Background: an optimization exercise with open tools, aiming at small area and few clock cycles per item. Do not read the settings as production practice.
The RTL was checked by simulation tests, not by an equivalence proof against the original design.
No activity file was given, so power comes from the tool's default toggle rates.

==> design/flow/design.v <==
package spq_pkg;
  localparam int Depth  = 16;
  localparam int DataW  = 32;
  localparam int PrioW  = 16;
  localparam int CountW = $clog2(Depth + 1);
  localparam logic [1:0] StInserted = 2'd0;
  localparam logic [1:0] StRemoved  = 2'd1;
  localparam logic [1:0] StEmpty    = 2'd2;
  localparam logic [1:0] StFull     = 2'd3;
  localparam logic OpInsert = 1'b0;
  localparam logic OpRemove = 1'b1;
endpackage
module spq_cell #(
  parameter logic [3:0] Init = 4'd0
) (
  input  logic        clk_i,
  input  logic        rst_ni,
  input  logic        ins_i,       
  input  logic        rem_i,       
  input  logic [31:0] cmd_data_i,
  input  logic [15:0] cmd_prio_i,
  input  logic [4:0]  count_i,     
  input  logic [3:0]  pos_i,       
  output logic        ge_o,        
  output logic        last_o,      
  output logic [31:0] data_o
);
  localparam int DataW = spq_pkg::DataW;
  localparam int PrioW = spq_pkg::PrioW;
  logic [3:0]       rank_q, rank_d;
  logic [DataW-1:0] data_q;
  logic [PrioW-1:0] prio_q;
  logic             valid, fill, ge;
  function automatic logic ge16(input logic [15:0] a, input logic [15:0] b);
    logic gt, eq;
    gt = 1'b0;
    eq = 1'b1;
    for (int i = 15; i >= 0; i--) begin
      gt = gt | (eq & a[i] & ~b[i]);
      eq = eq & ~(a[i] ^ b[i]);
    end
    ge16 = gt | eq;
  endfunction
  function automatic logic lt5(input logic [4:0] a, input logic [4:0] b);
    logic lt, eq;
    lt = 1'b0;
    eq = 1'b1;
    for (int i = 4; i >= 0; i--) begin
      lt = lt | (eq & ~a[i] & b[i]);
      eq = eq & ~(a[i] ^ b[i]);
    end
    lt5 = lt;
  endfunction
  function automatic logic [3:0] inc4(input logic [3:0] a);
    inc4 = {a[3] ^ (&a[2:0]), a[2] ^ (&a[1:0]), a[1] ^ a[0], ~a[0]};
  endfunction
  function automatic logic [3:0] dec4(input logic [3:0] a);
    dec4 = {a[3] ^ ~(|a[2:0]), a[2] ^ ~(|a[1:0]), a[1] ^ ~a[0], ~a[0]};
  endfunction
  assign valid = lt5({1'b0, rank_q}, count_i);
  assign fill  = (rank_q == count_i[3:0]);
  assign ge    = ge16(prio_q, cmd_prio_i);
  always_comb begin
    rank_d = rank_q;
    if (rem_i) begin
      rank_d = dec4(rank_q);
    end else if (ins_i) begin
      if (fill) rank_d = pos_i;
      else if (valid && !ge) rank_d = inc4(rank_q);
    end
  end
  always_ff @(posedge clk_i or negedge rst_ni) begin
    if (!rst_ni) begin
      rank_q <= Init;
    end else begin
      rank_q <= rank_d;
    end
  end
  always_ff @(posedge clk_i) begin
    if (ins_i && fill) begin
      data_q <= cmd_data_i;
      prio_q <= cmd_prio_i;
    end
  end
  assign ge_o   = valid && ge;
  assign last_o = (rank_q == 4'd15);
  assign data_o = data_q;
endmodule
module sorted_priority_queue_unit (
  input  logic              clk_i,
  input  logic              rst_ni,
  input  logic              start,
  output logic              busy,
  input  logic              operation_i,
  input  logic [31:0]       entry_data_i,
  input  logic [15:0]       entry_priority_i,
  output logic              done_o,
  output logic [31:0]       result_data_o,
  output logic [1:0]        status_o,
  output logic [4:0]        entry_count_o
);
  localparam int Depth = spq_pkg::Depth;
  localparam int DataW = spq_pkg::DataW;
  localparam int CountW = spq_pkg::CountW;
  localparam logic [1:0] StInserted = spq_pkg::StInserted;
  localparam logic [1:0] StRemoved = spq_pkg::StRemoved;
  localparam logic [1:0] StEmpty = spq_pkg::StEmpty;
  localparam logic [1:0] StFull = spq_pkg::StFull;
  localparam logic OpInsert = spq_pkg::OpInsert;
  logic [Depth-1:0]       slot_ge, slot_last;
  logic [DataW-1:0]       slot_data [Depth];
  logic                   accept, full, empty, ins, rem;
  logic [CountW-1:0]      count_q;
  logic [3:0]             pos;
  logic                   done_q, removed_q;
  logic [1:0]             status_q, status_d;
  logic [DataW-1:0]       result;
  assign busy   = 1'b0;
  assign accept = start;
  assign full   = count_q[4];
  assign empty  = (count_q == '0);
  assign ins    = accept && (operation_i == OpInsert) && !full;
  assign rem    = accept && (operation_i != OpInsert) && !empty;
  for (genvar g = 0; g < Depth; g++) begin : g_slot
    spq_cell #(.Init(4'(g))) u_cell (
      .clk_i      (clk_i),
      .rst_ni     (rst_ni),
      .ins_i      (ins),
      .rem_i      (rem),
      .cmd_data_i (entry_data_i),
      .cmd_prio_i (entry_priority_i),
      .count_i    (count_q),
      .pos_i      (pos),
      .ge_o       (slot_ge[g]),
      .last_o     (slot_last[g]),
      .data_o     (slot_data[g])
    );
  end
  always_comb begin
    pos = '0;
    for (int i = 0; i < Depth; i++) pos = pos + 4'(slot_ge[i]);
  end
  always_comb begin
    if (operation_i == OpInsert) status_d = full ? StFull : StInserted;
    else                         status_d = empty ? StEmpty : StRemoved;
  end
  always_ff @(posedge clk_i or negedge rst_ni) begin
    if (!rst_ni) begin
      count_q   <= '0;
      done_q    <= 1'b0;
      removed_q <= 1'b0;
    end else begin
      done_q    <= accept;
      removed_q <= rem;
      if (ins)      count_q <= count_q + 1'b1;
      else if (rem) count_q <= count_q - 1'b1;
    end
  end
  always_ff @(posedge clk_i) begin
    if (accept) status_q <= status_d;
  end
  always_comb begin
    result = '0;
    for (int i = 0; i < Depth; i++) begin
      if (slot_last[i]) result = result | slot_data[i];
    end
  end
  assign done_o        = done_q;
  assign result_data_o = removed_q ? result : '0;
  assign status_o      = status_q;
  assign entry_count_o = count_q;
endmodule
==> design/flow/run.sh <==
#!/bin/bash
# synth_recipe.tcl (not shown) runs the flow's synth.tcl, then flattens the netlist and writes it again
# the make line also repeats each setting of config.mk as NAME=value (left out here)
make -C /OpenROAD-flow-scripts/flow DESIGN_CONFIG=/design/flow/config.mk WORK_HOME=/design/flow/orfs CLKGATE_MAP_FILE= SYNTH_SCRIPT=/design/flow/synth_recipe.tcl finish
==> design/flow/config.mk <==
export PLATFORM = sky130hd
export DESIGN_NAME = sorted_priority_queue_unit
export DESIGN_NICKNAME = sorted_priority_queue_unit
export VERILOG_FILES = /design/flow/design.v
export SDC_FILE = /design/flow/constraint.sdc
export NUM_CORES = 4
export LEC_CHECK = 0
export CAP_MARGIN = 20
export CORE_MARGIN = 2
export CORE_UTILIZATION = 40
export PLACE_DENSITY = 0.6
export SLEW_MARGIN = 20
==> design/flow/constraint.sdc <==
create_clock -name core_clock -period 5.0 [get_ports {clk_i}]
set_input_delay 1.0000 -clock core_clock [delete_from_list [all_inputs] [get_ports {clk_i}]]
set_output_delay 1.0000 -clock core_clock [all_outputs]
set_load 0.01 [all_outputs]
==> summary.txt <==
==> report_power, final <==
part           switching [mW]  internal, mW
clock                    2.84          3.80
sequential              0.397          8.36
combinational            8.10          7.35
total                    11.3          19.5
==> per-layer routing <==
metal  part of all wire  track usage  vias up
met5            0.00042            0        -
met4              0.037      0.08841        8
met3              0.068      0.03504      261
met2               0.48       0.4003     1170
met1               0.42       0.3277    13973
li1                   -            -    12118
==> cell families after synthesis <==
family	after synthesis	synth area share
other	1	0.00009845
AO/OA/AOI/OAI	808	0.1542
buffers and inverters	270	0.02910
flip-flops	841	0.6548
AND/OR/NAND/NOR	608	0.08196
adder cells (fa/ha/maj)	132	0.04349
multiplexers	25	0.006997
XOR/XNOR	128	0.02943
==> stage by stage <==
| step | util | instances |
|---|---|---|
| floorplan | - | 2813 |
| global placement | 0.4620 | 4426 |
| detailed placement | 0.4620 | 4426 |
| CTS | 0.5026 | 4646 |
| global route | 0.5062 | 4649 |
| finish | 0.5062 | 4649 |
==> registers in the layout, summed over array words and instances (netlist names) <==
| register | count |
|---|---|
| status_q | 2 |
| g_slot.u_cell.prio_q | 256 |
| g_slot.u_cell.rank_q | 64 |
| g_slot.u_cell.data_q | 512 |
| count_q | 5 |
| removed_q | 1 |
| done_q | 1 |
==> timing repair <==
action	4_1_cts	5_1_grt
pin swaps	55	68
resized for setup	123	90
buffers inserted	63	17
hold buffers	0	0
endpoints found under the setup margin	64	63
cloned	2	1
==> cell type report <==
type / count / share of cell area
clock buffer: 102 / 0.04744
clock inverter: 59 / 0.01354
inverter: 106 / 0.008689
multi-input combinational: 1702 / 0.2688
sequential: 841 / 0.5201
tap: 1265 / 0.03301
timing repair buffer: 574 / 0.1083
==> placed cells by master (no fill, tap or decap), drive strengths merged, types with 51 or more instances in the layout <==
master         Yosys  final
ha                88     88
edfxtp           770    770
a22o              70     70
o22ai             53     53
nor2              89     89
nand3            131    131
nor2b             51     51
buf               59    488
a221oi            88     88
xnor2             99     99
inv              103    105
o21ai            115    115
clkbuf           105    108
a22oi            161    161
nand2            150    150
a21oi             90     90
clkdlybuf4s50      0     74
==> worst max-delay path, stage by stage <==
cell and delay [ns]:
buf_8 0.08, clkinvlp_4 0.11, buf_12 0.17, ha_4 0.26
nand4_1 0.08, nor4_2 0.33, buf_4 0.17, buf_4 0.10
nand3_1 0.08, a31o_2 0.29, fa_1 0.53, fa_2 0.46
fa_2 0.54, inv_2 0.04, fa_2 0.54, ha_4 0.14
inv_2 0.04, fa_2 0.68, buf_12 0.16, nor3_2 0.03
a21oi_1 0.12, o21ai_1 0.07, mux2_4 0.26
==> synth_stat cells (all sizes together), types with 26 or more instances <==
library cell and number:
xnor2 99, a211oi 30, nor2b 51, ha 88, a22o 70, a22oi 161, edfxtp 770, buf 59
xor2 29, o22ai 53, dfrtp 39, nor3 33, dfstp 32, nand4 26, nand2b 40, maj3 33
nand2 150, o21ai 115, o21a 39, a221oi 88, nor2 89, clkbuf 105, inv 103, a21oi 90
nand3 131
==> worst max path at each step <==
stage / cells past startpoint / slack (ns) / start / to
2_1_floorplan: 23 / -1.07 / entry_priority_i[15] / g_slot[3].u_cell.rank_q[3]
3_3_place_gp: 22 / -1.87 / entry_priority_i[15] / g_slot[1].u_cell.rank_q[1]
3_5_place_dp: 22 / -1.91 / entry_priority_i[15] / g_slot[1].u_cell.rank_q[1]
4_1_cts: 23 / -0.84 / entry_priority_i[15] / g_slot[8].u_cell.rank_q[2]
5_1_grt: 22 / -0.91 / entry_priority_i[15] / g_slot[8].u_cell.rank_q[1]
6_report: 23 / -0.79 / entry_priority_i[15] / g_slot[8].u_cell.rank_q[1]
==> flow_summary.yaml <==
grt:
  grt_pass1_vias: 27783
  grt_max_degree: 91
  grt-ovfl-total: 0
  antenna_found_initial: 4
  grt.total_usage: 0.2428
  grt_pass1_wl_um: 178100
critical_path:
  worstSetupPathType: "primary input to flop"
  worstReg2RegStart: "g_slot[5].u_cell.prio_q[13]"
  reg2reg_depth: 20
  critPathCaptureType: "flop"
  worstSetupStartpointType: "primary input"
  reg2reg_slack_ns: -0.60
  required_ns: 5.52
  critPathMaxFanout: 6
  crit_arrival_ns: 6.31
  rr_endpoint: "g_slot[8].u_cell.rank_q[1]"
routing:
  drt_iter0_markers: 2643
  drc: 0
  wl_per_cell_um: 25.98
  via_per_inst: 5.922
  wl_um: 120800
  dr.pass1.iters: 6
  route.antenna.remaining_nets: 0
  num_vias: 27530
floorplanning:
  start_util: 0.4021
  die_area_mm2: 0.09771
  ios: 93
  die_w_um: 312.6
  die_h_um: 312.6
  coreArea_mm2: 0.09473
  rows: 113
timing:
  finalSetupViolations: 55
  finalHoldViolCount: 0
  fin_crit_ns: 5.790
  max_freq_ghz: 0.1727
  slew_headroom: 0.1849
  drv_slew: 0
  worst_slack_ns: -0.7897
  setup_tns_ns: -31.12
  rsz0062_at_grt: "yes"
  post-route-period-util: 1.158
  holdWs_ns: 0.4069
  skew_ns: 0.05092
  worst_slew_pin_slew_ns: 1.218
cts:
  clkTransAtPathRegs_ns: 0.06
  cts_tree: "done"
  htreeDepth: 3
  cts.path.max_buffers: 3
  ctsRootBufferMaster: "clkbuf_16"
  cts_buffers: 88
  numClockSinks: 841
  insertion_delay_ns: 0.68
synthesis:
  ys_async_sr_fraction: 0.08442
  netlist_instances: 2813
  synth_seq_cells: 841
  yosys_warnings: 18
  synth_area_leaders: "edfxtp_1 61%, a22oi_1 3.2%, ha_1 2.9%"
  yosys.area.top_type: "edfxtp_1"
  synth_edf_count: 770
  ys_types: 95
  ys_seq_area_frac: 0.6548
  synthesis.nets: 2964
  yosys.area.top_type_share: 0.6071
  ys.flop_type: "edfxtp_1"
  syn_area_mm2: 0.03809
  avgSynthCellArea_um2: 13.54
run:
  cap_viol_max_count: 0
finish:
  seqCellArea_mm2: 0.02494
  fill_cells: 8022
  n_antenna_cell: 0
  stdcell_area_mm2: 0.04795
  multiInputGateArea_mm2: 0.01289
  layout-drive-gt1-share: 0.2500
  synthToLayoutAreaGrowth_pct: 25.89
  nets: 3464
pwr:
  peakVddDrop_v: 0.0008600
  power_density_mw_per_mm2: 643.4
  power.leakage_nw: 16.96
  total_power_mw: 30.85
place:
  port_buffers: 91
  dp_hpwl_um: 75780
  place_ws_ns: -1.914
  placed_area_mm2: 0.04376
  gp_congestion: 0.8943
run_status:
  status: "finished with violations"
  so_faults: "setup timing"
worst_hold_path:
  min_path_type: "primary input to asynchronous set/reset pin"
Testbench counts, summed over its fixed seeds: cycles 24,008, requests 24,000.

[re-timing with driven ports]
The results above use ideal ports. As a check the final layout listed here was re-extracted and re-timed, cells and wires unchanged. Step 1, drivers: a clkbuf_16 drives clk_i and a buf_2 each remaining input, both assumed. Step 2 adds t to the input delays and takes it off the output delays; t is the mean of the earliest and latest rising clock arrival at the registers after step 1. Input paths then give back, and output paths get back, about the clock's delay inside the block. Slacks: ideal / step 1 / step 2; pairs: ideal / step 1.
shift t [ns]: 0.722
setup WS [ns]: -0.790 / -0.777 / -1.500
hold slack, ns: 0.407 / 0.365 / 0.507
pins driven straight from the clock port: 1
The setup slack of this run moves by +0.013 ns with the drivers and by -0.710 ns with both steps.
